From an optimization exercise on the open Yosys and OpenROAD flow, aimed at small area and a short achievable clock period; shortcuts taken in it are not production practice.
Function was checked by simulation only, so behaviour that the tests miss may differ from the original.

`design/flow/config.mk`:
```
export PLATFORM = sky130hd
export DESIGN_NAME = gameControl
export DESIGN_NICKNAME = gameControl
export VERILOG_FILES = /design/flow/design.v
export SDC_FILE = /design/flow/constraint.sdc
export NUM_CORES = 4
export LEC_CHECK = 0
export CAP_MARGIN = 20
export CORE_MARGIN = 2
export CORE_UTILIZATION = 25
export PLACE_DENSITY = 0.5
export SLEW_MARGIN = 20
```
`design/flow/constraint.sdc`:
```
create_clock -name core_clock -period 14.0 [get_ports {clk}]
set_input_delay 2.8000 -clock core_clock [delete_from_list [all_inputs] [get_ports {clk}]]
set_output_delay 2.8000 -clock core_clock [all_outputs]
set_load 0.01 [all_outputs]
```
`design/flow/run.sh`:
```
#!/bin/bash
# synth_recipe.tcl (not shown) runs the flow's synth.tcl, then flattens the netlist and writes it again
# the make line also repeats each setting of config.mk as NAME=value (left out here)
make -C /OpenROAD-flow-scripts/flow DESIGN_CONFIG=/design/flow/config.mk WORK_HOME=/design/flow/orfs CLKGATE_MAP_FILE= SYNTH_SCRIPT=/design/flow/synth_recipe.tcl finish
```
`design/flow/design.v`:
```
package tetrisPkg;
    localparam int BoardCols   = 10;
    localparam int VisibleRows = 20;
    localparam int HiddenRows  = 4;
    localparam int TotalRows   = VisibleRows + HiddenRows;
    localparam int ObjectBits  = VisibleRows * BoardCols;
    localparam int NumPieces   = 5;
    localparam int RowBits     = 5;
    localparam int ColBits     = 5;
    localparam int SpawnCol    = 5;
    localparam int SpawnRow    = 2;
    localparam logic [1:0] KeyIdle   = 2'd0;
    localparam logic [1:0] KeyLeft   = 2'd1;
    localparam logic [1:0] KeyRight  = 2'd2;
    localparam logic [1:0] KeyRotate = 2'd3;
    localparam logic [6:0] LandScore = 7'd1;
    localparam logic [6:0] RowScore  = 7'd10;
endpackage
`timescale 1ns/1ps
import tetrisPkg::*;
module pieceShape
(
    input  logic [2:0]              pieceType,
    input  logic [1:0]              rotation,
    input  logic [tetrisPkg::ColBits-1:0]      centerCol,
    input  logic [tetrisPkg::RowBits-1:0]      centerRow,
    output logic [3:0][tetrisPkg::ColBits-1:0] cellCols,
    output logic [3:0][tetrisPkg::RowBits-1:0] cellRows
);
    logic [7:0][ColBits-1:0] offs;
    always_comb begin
        case ({pieceType, rotation})
            5'b000_00, 5'b000_10: offs = {-5'd2, 5'd0, -5'd1, 5'd0, 5'd0, 5'd0, 5'd1, 5'd0};
            5'b000_01, 5'b000_11: offs = {5'd0, -5'd2, 5'd0, -5'd1, 5'd0, 5'd0, 5'd0, 5'd1};
            5'b001_00, 5'b001_01, 5'b001_10, 5'b001_11:
                offs = {5'd0, 5'd0, 5'd1, 5'd0, 5'd0, -5'd1, 5'd1, -5'd1};
            5'b010_00: offs = {-5'd1, 5'd0, 5'd0, 5'd0, 5'd1, 5'd0, 5'd0, -5'd1};
            5'b010_01: offs = {5'd0, -5'd1, 5'd0, 5'd0, 5'd0, 5'd1, 5'd1, 5'd0};
            5'b010_10: offs = {-5'd1, 5'd0, 5'd0, 5'd0, 5'd1, 5'd0, 5'd0, 5'd1};
            5'b010_11: offs = {5'd0, -5'd1, 5'd0, 5'd0, 5'd0, 5'd1, -5'd1, 5'd0};
            5'b011_00: offs = {-5'd1, 5'd0, 5'd0, 5'd0, 5'd1, 5'd0, 5'd1, -5'd1};
            5'b011_01: offs = {5'd0, -5'd1, 5'd0, 5'd0, 5'd0, 5'd1, 5'd1, 5'd1};
            5'b011_10: offs = {-5'd1, 5'd0, 5'd0, 5'd0, 5'd1, 5'd0, -5'd1, 5'd1};
            5'b011_11: offs = {5'd0, -5'd1, 5'd0, 5'd0, 5'd0, 5'd1, -5'd1, -5'd1};
            5'b100_00: offs = {-5'd1, 5'd0, 5'd0, 5'd0, 5'd0, -5'd1, 5'd1, -5'd1};
            5'b100_01: offs = {5'd0, 5'd0, -5'd1, 5'd0, -5'd1, -5'd1, 5'd0, 5'd1};
            5'b100_10: offs = {5'd0, 5'd0, 5'd1, 5'd0, -5'd1, -5'd1, 5'd0, -5'd1};
            5'b100_11: offs = {5'd0, 5'd0, -5'd1, 5'd0, 5'd0, -5'd1, -5'd1, 5'd1};
            default: offs = '0;
        endcase
    end
    always_comb begin
        for (int i = 0; i < 4; i++) begin
            cellCols[i] = centerCol + offs[2 * i + 1];
            cellRows[i] = centerRow + offs[2 * i];
        end
    end
endmodule
`timescale 1ns/1ps
import tetrisPkg::*;
module pieceMover
(
    input  logic               clk,
    input  logic               rstReg,
    input  logic [1:0]         keyCode,
    input  logic               dropTick,
    input  logic               blocked,
    input  logic               busy,
    input  logic               clearDone,
    input  logic [2:0]         nextBlock,
    input  logic               fail,
    output logic [2:0]         pieceType,
    output logic [1:0]         rotation,
    output logic [tetrisPkg::ColBits-1:0] centerCol,
    output logic [tetrisPkg::RowBits-1:0] centerRow,
    output logic [1:0]         candRotation,
    output logic [tetrisPkg::ColBits-1:0] candCol,
    output logic [tetrisPkg::RowBits-1:0] candRow,
    output logic               lockPiece
);
    logic lastIdle;
    logic keyPress;
    logic active;
    logic moveOk;
    assign active = !busy && !fail;
    assign keyPress = lastIdle && (keyCode != KeyIdle);
    assign lockPiece = active && dropTick && blocked;
    assign moveOk    = active && (dropTick || keyPress) && !blocked;
    always_ff @(posedge clk) begin
        if (rstReg) begin
            lastIdle <= 1'b1;
        end else begin
            lastIdle <= (keyCode == KeyIdle);
        end
    end
    always_comb begin
        candRotation = rotation;
        candCol      = centerCol;
        candRow      = centerRow;
        if (dropTick) begin
            candRow = centerRow + 1'b1;
        end else if (keyPress) begin
            case (keyCode)
                KeyLeft:   candCol = centerCol - 1'b1;
                KeyRight:  candCol = centerCol + 1'b1;
                KeyRotate: candRotation = rotation + 1'b1;
                default:   candRotation = rotation;
            endcase
        end
    end
    always_ff @(posedge clk) begin
        if (rstReg) begin
            pieceType <= 3'd0;
            rotation  <= 2'd0;
            centerCol <= ColBits'(SpawnCol);
            centerRow <= RowBits'(SpawnRow);
        end else if (clearDone && !fail) begin
            pieceType <= nextBlock;
            rotation  <= 2'd0;
            centerCol <= ColBits'(SpawnCol);
            centerRow <= RowBits'(SpawnRow);
        end else if (moveOk) begin
            rotation  <= candRotation;
            centerCol <= candCol;
            centerRow <= candRow;
        end
    end
endmodule
`timescale 1ns/1ps
import tetrisPkg::*;
module boardStore
(
    input  logic                    clk,
    input  logic                    rstReg,
    input  logic [3:0][tetrisPkg::ColBits-1:0] candCols,
    input  logic [3:0][tetrisPkg::RowBits-1:0] candRows,
    input  logic [3:0][tetrisPkg::ColBits-1:0] curCols,
    input  logic [3:0][tetrisPkg::RowBits-1:0] curRows,
    input  logic                    lockPiece,
    output logic                    blocked,
    output logic                    busy,
    output logic                    clearDone,
    output logic [2:0]              rowsCleared,
    output logic [tetrisPkg::ObjectBits-1:0]   settled
);
    logic [TotalRows-1:0][BoardCols-1:0] board;
    logic [RowBits-1:0] readPtr;
    logic [RowBits-1:0] writePtr;
    logic [2:0]         skipCount;
    logic               rowFull;
    always_comb begin
        blocked = 1'b0;
        for (int i = 0; i < 4; i++) begin
            if (candCols[i] >= BoardCols || candRows[i] >= TotalRows) begin
                blocked = 1'b1;
            end else if (board[candRows[i]][candCols[i][3:0]]) begin
                blocked = 1'b1;
            end
        end
    end
    assign rowFull     = &board[readPtr];
    assign clearDone   = busy && (readPtr == RowBits'(HiddenRows));
    assign rowsCleared = skipCount + {2'b00, rowFull};
    assign settled     = board[TotalRows-1:HiddenRows];
    always_ff @(posedge clk) begin
        if (rstReg) begin
            board     <= '0;
            busy      <= 1'b0;
            readPtr   <= '0;
            writePtr  <= '0;
            skipCount <= '0;
        end else if (lockPiece) begin
            for (int i = 0; i < 4; i++) begin
                board[curRows[i]][curCols[i][3:0]] <= 1'b1;
            end
            busy      <= 1'b1;
            readPtr   <= RowBits'(TotalRows - 1);
            writePtr  <= RowBits'(TotalRows - 1);
            skipCount <= '0;
        end else if (busy) begin
            if (rowFull) begin
                board[readPtr] <= '0;
                skipCount      <= skipCount + 1'b1;
            end else begin
                if (writePtr != readPtr) begin
                    board[readPtr]  <= '0;
                    board[writePtr] <= board[readPtr];
                end
                writePtr <= writePtr - 1'b1;
            end
            readPtr <= readPtr - 1'b1;
            if (clearDone) begin
                busy <= 1'b0;
            end
        end
    end
endmodule
`timescale 1ns/1ps
import tetrisPkg::*;
module gameStatus
(
    input  logic                    clk,
    input  logic                    rstReg,
    input  logic                    lockPiece,
    input  logic [3:0][tetrisPkg::RowBits-1:0] curRows,
    input  logic                    clearDone,
    input  logic [2:0]              rowsCleared,
    output logic [6:0]              score,
    output logic [2:0]              nextBlock,
    output logic                    fail
);
    logic lockHigh;
    always_comb begin
        lockHigh = 1'b0;
        for (int i = 0; i < 4; i++) begin
            if (curRows[i] < HiddenRows) begin
                lockHigh = 1'b1;
            end
        end
    end
    always_ff @(posedge clk) begin
        if (rstReg) begin
            score     <= '0;
            nextBlock <= 3'd1;
            fail      <= 1'b0;
        end else begin
            if (lockPiece && lockHigh) begin
                fail <= 1'b1;
            end
            if (clearDone && !fail) begin
                score     <= score + LandScore + RowScore * 7'(rowsCleared);
                nextBlock <= (nextBlock == 3'(NumPieces - 1)) ? 3'd0 : nextBlock + 3'd1;
            end
        end
    end
endmodule
`timescale 1ns/1ps
import tetrisPkg::*;
module gameControl
(
    input  logic                  clk,
    input  logic                  rstReg,
    input  logic [1:0]            keyCode,
    input  logic                  dropTick,
    output logic [6:0]            score,
    output logic [2:0]            nextBlock,
    output logic [tetrisPkg::ObjectBits-1:0] objects,
    output logic                  fail
);
    logic [2:0]              pieceType;
    logic [1:0]              rotation;
    logic [ColBits-1:0]      centerCol;
    logic [RowBits-1:0]      centerRow;
    logic [1:0]              candRotation;
    logic [ColBits-1:0]      candCol;
    logic [RowBits-1:0]      candRow;
    logic [3:0][ColBits-1:0] curCols;
    logic [3:0][RowBits-1:0] curRows;
    logic [3:0][ColBits-1:0] candCols;
    logic [3:0][RowBits-1:0] candRows;
    logic                    blocked;
    logic                    busy;
    logic                    clearDone;
    logic [2:0]              rowsCleared;
    logic [ObjectBits-1:0]   settled;
    logic                    lockPiece;
    pieceShape curShape (
        .pieceType (pieceType),
        .rotation  (rotation),
        .centerCol (centerCol),
        .centerRow (centerRow),
        .cellCols  (curCols),
        .cellRows  (curRows)
    );
    pieceShape candShape (
        .pieceType (pieceType),
        .rotation  (candRotation),
        .centerCol (candCol),
        .centerRow (candRow),
        .cellCols  (candCols),
        .cellRows  (candRows)
    );
    boardStore store (
        .clk         (clk),
        .rstReg      (rstReg),
        .candCols    (candCols),
        .candRows    (candRows),
        .curCols     (curCols),
        .curRows     (curRows),
        .lockPiece   (lockPiece),
        .blocked     (blocked),
        .busy        (busy),
        .clearDone   (clearDone),
        .rowsCleared (rowsCleared),
        .settled     (settled)
    );
    pieceMover mover (
        .clk          (clk),
        .rstReg       (rstReg),
        .keyCode      (keyCode),
        .dropTick     (dropTick),
        .blocked      (blocked),
        .busy         (busy),
        .clearDone    (clearDone),
        .nextBlock    (nextBlock),
        .fail         (fail),
        .pieceType    (pieceType),
        .rotation     (rotation),
        .centerCol    (centerCol),
        .centerRow    (centerRow),
        .candRotation (candRotation),
        .candCol      (candCol),
        .candRow      (candRow),
        .lockPiece    (lockPiece)
    );
    gameStatus status (
        .clk         (clk),
        .rstReg      (rstReg),
        .lockPiece   (lockPiece),
        .curRows     (curRows),
        .clearDone   (clearDone),
        .rowsCleared (rowsCleared),
        .score       (score),
        .nextBlock   (nextBlock),
        .fail        (fail)
    );
    always_comb begin
        logic [7:0] bitIdx;
        objects = settled;
        for (int i = 0; i < 4; i++) begin
            bitIdx = 8'((curRows[i] - HiddenRows) * BoardCols + curCols[i]);
            if (curRows[i] >= HiddenRows && curRows[i] < TotalRows &&
                curCols[i] < BoardCols) begin
                objects[bitIdx] = 1'b1;
            end
        end
    end
endmodule
```
==> flow_metrics.env <==
export IMPL_dr_pass1_iters=10
export IMPL_fp_row_count=162
export IMPL_min_path_type="reg -> reg"
export IMPL_status="no timing/DRC/antenna violations"
export IMPL_critPathKind="reg -> out"
export IMPL_yosys_area_top_type_share=0.124
export IMPL_reg2reg_to="store.board[158]$_SDFFE_PP0P_"
export IMPL_routed_wl_um=523000
export IMPL_tightest_slew_ns=1.39
export IMPL_worst_hold_path_num_cells=2
export IMPL_initial_utilization=0.252
export IMPL_grt_pass1_vias=63000
export IMPL_numCtsBuffers=49
export IMPL_core_area_um2=195000
export IMPL_place_hpwl_um=400000
export IMPL_grt_overflow_total=0
export IMPL_ff2ff_setup_slack_ns=4.38
export IMPL_seq_area_um2=5630
export IMPL_slowest_delay_ns=0.91
export IMPL_antenna_found_initial=127
export IMPL_dieWidth_um=448
export IMPL_slew_headroom=0.0690
export IMPL_cp_slowest_cell="dfxtp_1"
export IMPL_critical_path_max_fanout=24
export IMPL_clock_path_buffers=3
export IMPL_ctsResizeCount=0
export IMPL_worstSkewPairLatency_ns=0.76
export IMPL_critPathRequiredTime_ns=11.20
export IMPL_whs_ns=0.482
export IMPL_grt_max_degree=79
export IMPL_synthArstFlopShare=0
export IMPL_layout_worst_path_cycle_share=0.937
export IMPL_path_delay_family="simple AND/OR/NAND/NOR gates"
export IMPL_worstPathBufferInverterCount=4
export IMPL_area_growth_pct=20.1
export IMPL_ys_seq_elements=281
export IMPL_hold_buffers=0
export IMPL_drtAntennaViolNets=0
export IMPL_cts_tree="done"
export IMPL_synth_cells=6287
export IMPL_startpoint="mover.pieceType[2]$_SDFFE_PP0P_"
export IMPL_nets=6844
export IMPL_io_pins=216
export IMPL_multi_input_area_um2=41500
export IMPL_end_kind="primary output"
export IMPL_drc=0
export IMPL_ys_flop_type="dfxtp_1"
export IMPL_yosys_warnings=5
export IMPL_synth_area_leader_cell="mux4_2"
export IMPL_r2r_start="mover.pieceType[2]$_SDFFE_PP0P_"
export IMPL_max_freq_mhz=76.3
export IMPL_root_buffer="clkbuf_16"
export IMPL_cts_sinks=281
export IMPL_cp_cell_sequence="xor2_1 > nor2b_1 > inv_1 > o21ai_0 > ha_1 > inv_1 > fa_1 > xnor2_1 > ha_1 > ha_1 > ha_1 > ha_1 > inv_1 > xnor2_1 > nand3_1 > nor4bb_1 > xor2_1 > or3_1 > nand2b_1 > nor2_1 > a2111oi_0 > o21ai_0 > clkdlybuf4s50_1"
export IMPL_final_layout_size_suffix_gt1_frac=0.173
export IMPL_period_needed_ns=13.11
export IMPL_htreeDepth=2
export IMPL_vias_per_cell=7.62
export IMPL_crit_top_cell="ha_1"
export IMPL_clkTransAtPathRegs_ns=0.05
export IMPL_rsz0062_at_grt="false"
export IMPL_synth_edf_count=0
export IMPL_hold_viol=0
export IMPL_vias=71200
export IMPL_grt_pass1_wl_um=662000
export IMPL_drt_iter0_drc=13000
export IMPL_cp_arrival_ns=10.31
export IMPL_yosys_cell_types_count=129
export IMPL_reg2regPathDepth=24
export IMPL_netlist_area_um2=49300
export IMPL_setup_viol=0
export IMPL_place_gp_congestion=1.20
export IMPL_post_cts_setup_buffer_count=0
export IMPL_place_inst=9124
export IMPL_layout_cells_non_filler=9350
export IMPL_drv_cap=0
export IMPL_avgSynthCellArea_um2=7.83
export IMPL_cp_depth=23
export IMPL_yosys_top_cells_area="mux4_2 (12%), dfxtp_1 (11%), a221oi_1 (6.3%), ha_1 (6.2%), nand2_1 (5.0%)"
export IMPL_port_buffers=215
export IMPL_final_cell_area_um2=59100
export IMPL_fp_dieH_um=448
export IMPL_wl_per_cell_um=55.9
export IMPL_endpoint="objects[92]"
export IMPL_clock_skew_ns=0.0748
export IMPL_ys_seq_area_frac=0.114
export IMPL_track_usage=0.499
export IMPL_finalMaxSlewViolations=0
export IMPL_critPathLaunchType="flop"
export IMPL_fillers=21200
export IMPL_fin_setup_tns_ns=0
export IMPL_placed_area_um2=57100
export IMPL_dieArea_um2=201000
placed cells by master (no fill, tap or decap), types with 89 or more instances in the layout:
cell | netlist | routed
a21oi_1 | 289 | 289
xnor2_1 | 158 | 136
a221oi_1 | 354 | 354
inv_1 | 155 | 154
nor3_1 | 232 | 220
o22ai_1 | 177 | 174
mux4_2 | 272 | 272
dfxtp_1 | 281 | 277
buf_4 | 38 | 494
xor2_1 | 96 | 89
mux2i_1 | 146 | 141
o221ai_1 | 250 | 250
clkdlybuf4s50_1 | 0 | 214
a211oi_1 | 141 | 139
diode_2 | 0 | 139
nor2_1 | 636 | 611
o21ai_0 | 324 | 321
nand3_1 | 193 | 191
ha_1 | 246 | 238
nand2_1 | 650 | 646
metal layers:
| layer | share of wire | track usage | wire, µm |
|---|---|---|---|
| met3 | 0.16 | 0.279 | 82200 |
| met4 | 0.085 | 0.354 | 44200 |
| met2 | 0.37 | 0.649 | 196000 |
| met5 | 0.0020 | 0.0193 | 1040 |
| met1 | 0.38 | 0.606 | 200000 |
worst min-delay path by stage:
stage                     slack, ns                          start                       endpoint
after floorplan                0.48  store.board[220]$_SDFFE_PP0P_  store.board[220]$_SDFFE_PP0P_
after global placement         0.46   status.score[4]$_SDFFE_PP0P_   status.score[4]$_SDFFE_PP0P_
after detailed placement       0.47   status.score[4]$_SDFFE_PP0P_   status.score[4]$_SDFFE_PP0P_
after CTS                      0.48   status.score[4]$_SDFFE_PP0P_   status.score[4]$_SDFFE_PP0P_
after global routing           0.52   status.score[4]$_SDFFE_PP0P_   status.score[4]$_SDFFE_PP0P_
final                          0.48   status.score[4]$_SDFFE_PP0P_   status.score[4]$_SDFFE_PP0P_
logic make-up (layout without fill, tap and decap cells):
family | Yosys count | after routing | share of synthesized area
compound gates | 2218 | 2218 | 0.331
xor+xnor | 276 | 276 | 0.0556
fa+ha+maj | 286 | 286 | 0.0788
buf+inv | 672 | 970 | 0.0602
flops | 281 | 281 | 0.114
mux | 454 | 454 | 0.163
other cells | 1 | 142 | 0.0000761
simple gates | 2099 | 2099 | 0.198
metrics by stage:
step                utilization  setup slack, ns
CTS                       0.300             1.18
floorplan                     -             4.98
finish                    0.303            0.888
global route              0.301            0.619
global placement          0.292             1.80
detailed placement        0.292             1.93
worst min-delay path, delay by kind of cell, from the launching register on:
family / cells / cell delay [ns]
AO/OA/AOI/OAI: 1 / 0.05
flip-flops: 1 / 0.32
AND/OR/NAND/NOR: 1 / 0.06
cell type report:
class                           instances  share of cell area
Clock inverter                         11             0.00324
Antenna cell                          139             0.00588
Sequential cell                       281              0.0953
Timing Repair Buffer                  723               0.103
Inverter                              162              0.0103
Clock buffer                           74              0.0247
Tap cell                             2624              0.0555
Multi-Input combinational cell       5336               0.702
cells in the mapped netlist (all sizes together), types with 29 or more instances:
master	number
ha	246
o221ai	250
nor2b	44
fa	40
o21ai	341
a31oi	75
dfxtp	281
nor3	244
nor4	36
a221o	44
mux2	35
a21oi	290
and3	38
buf	206
xor2	100
nand2b	50
a311oi	48
a21o	69
xnor2	163
a221oi	354
o22ai	177
o22a	30
clkbuf	304
o211ai	48
nand4	29
a2111oi	31
nor2	646
a22oi	75
a32oi	46
nand2	652
mux4	272
or3	31
nand3	194
a211oi	144
inv	159
mux2i	147
and2	37
registers in the layout, indices dropped and copies added (netlist names):
register / flops
mover.centerCol: 5
mover.centerRow: 5
mover.lastIdle: 1
mover.pieceType: 3
mover.rotation: 2
status.fail: 1
status.nextBlock: 3
status.score: 7
store.board: 240
store.busy: 1
store.readPtr: 5
store.skipCount: 3
store.writePtr: 5

## static timing again, ports no longer ideal
How much do the figures lean on ideal ports? The routed layout below was timed once more, with nothing changed but the port constraints.
Step 1 assumes that a clkbuf_16 drives the clock port and a buf_2 every other input.
Step 2 also shifts input and output timing later by t, the mid clock arrival at the registers, as if the neighbouring blocks saw the same clock.
a / b / c = ideal / step 1 / step 2; a / b = the first two.
t, ns: 0.820
slack for setup (ns): 0.888 / 0.787 / 1.481
worst register clock-pin slew, ns: 0.07 / 0.07
worst data-port slew with drivers (ns): 0.04
After both steps setup and hold are still met in this run. For this run, drivers alone change the setup slack by -0.101 ns; drivers and shift together by +0.593 ns.
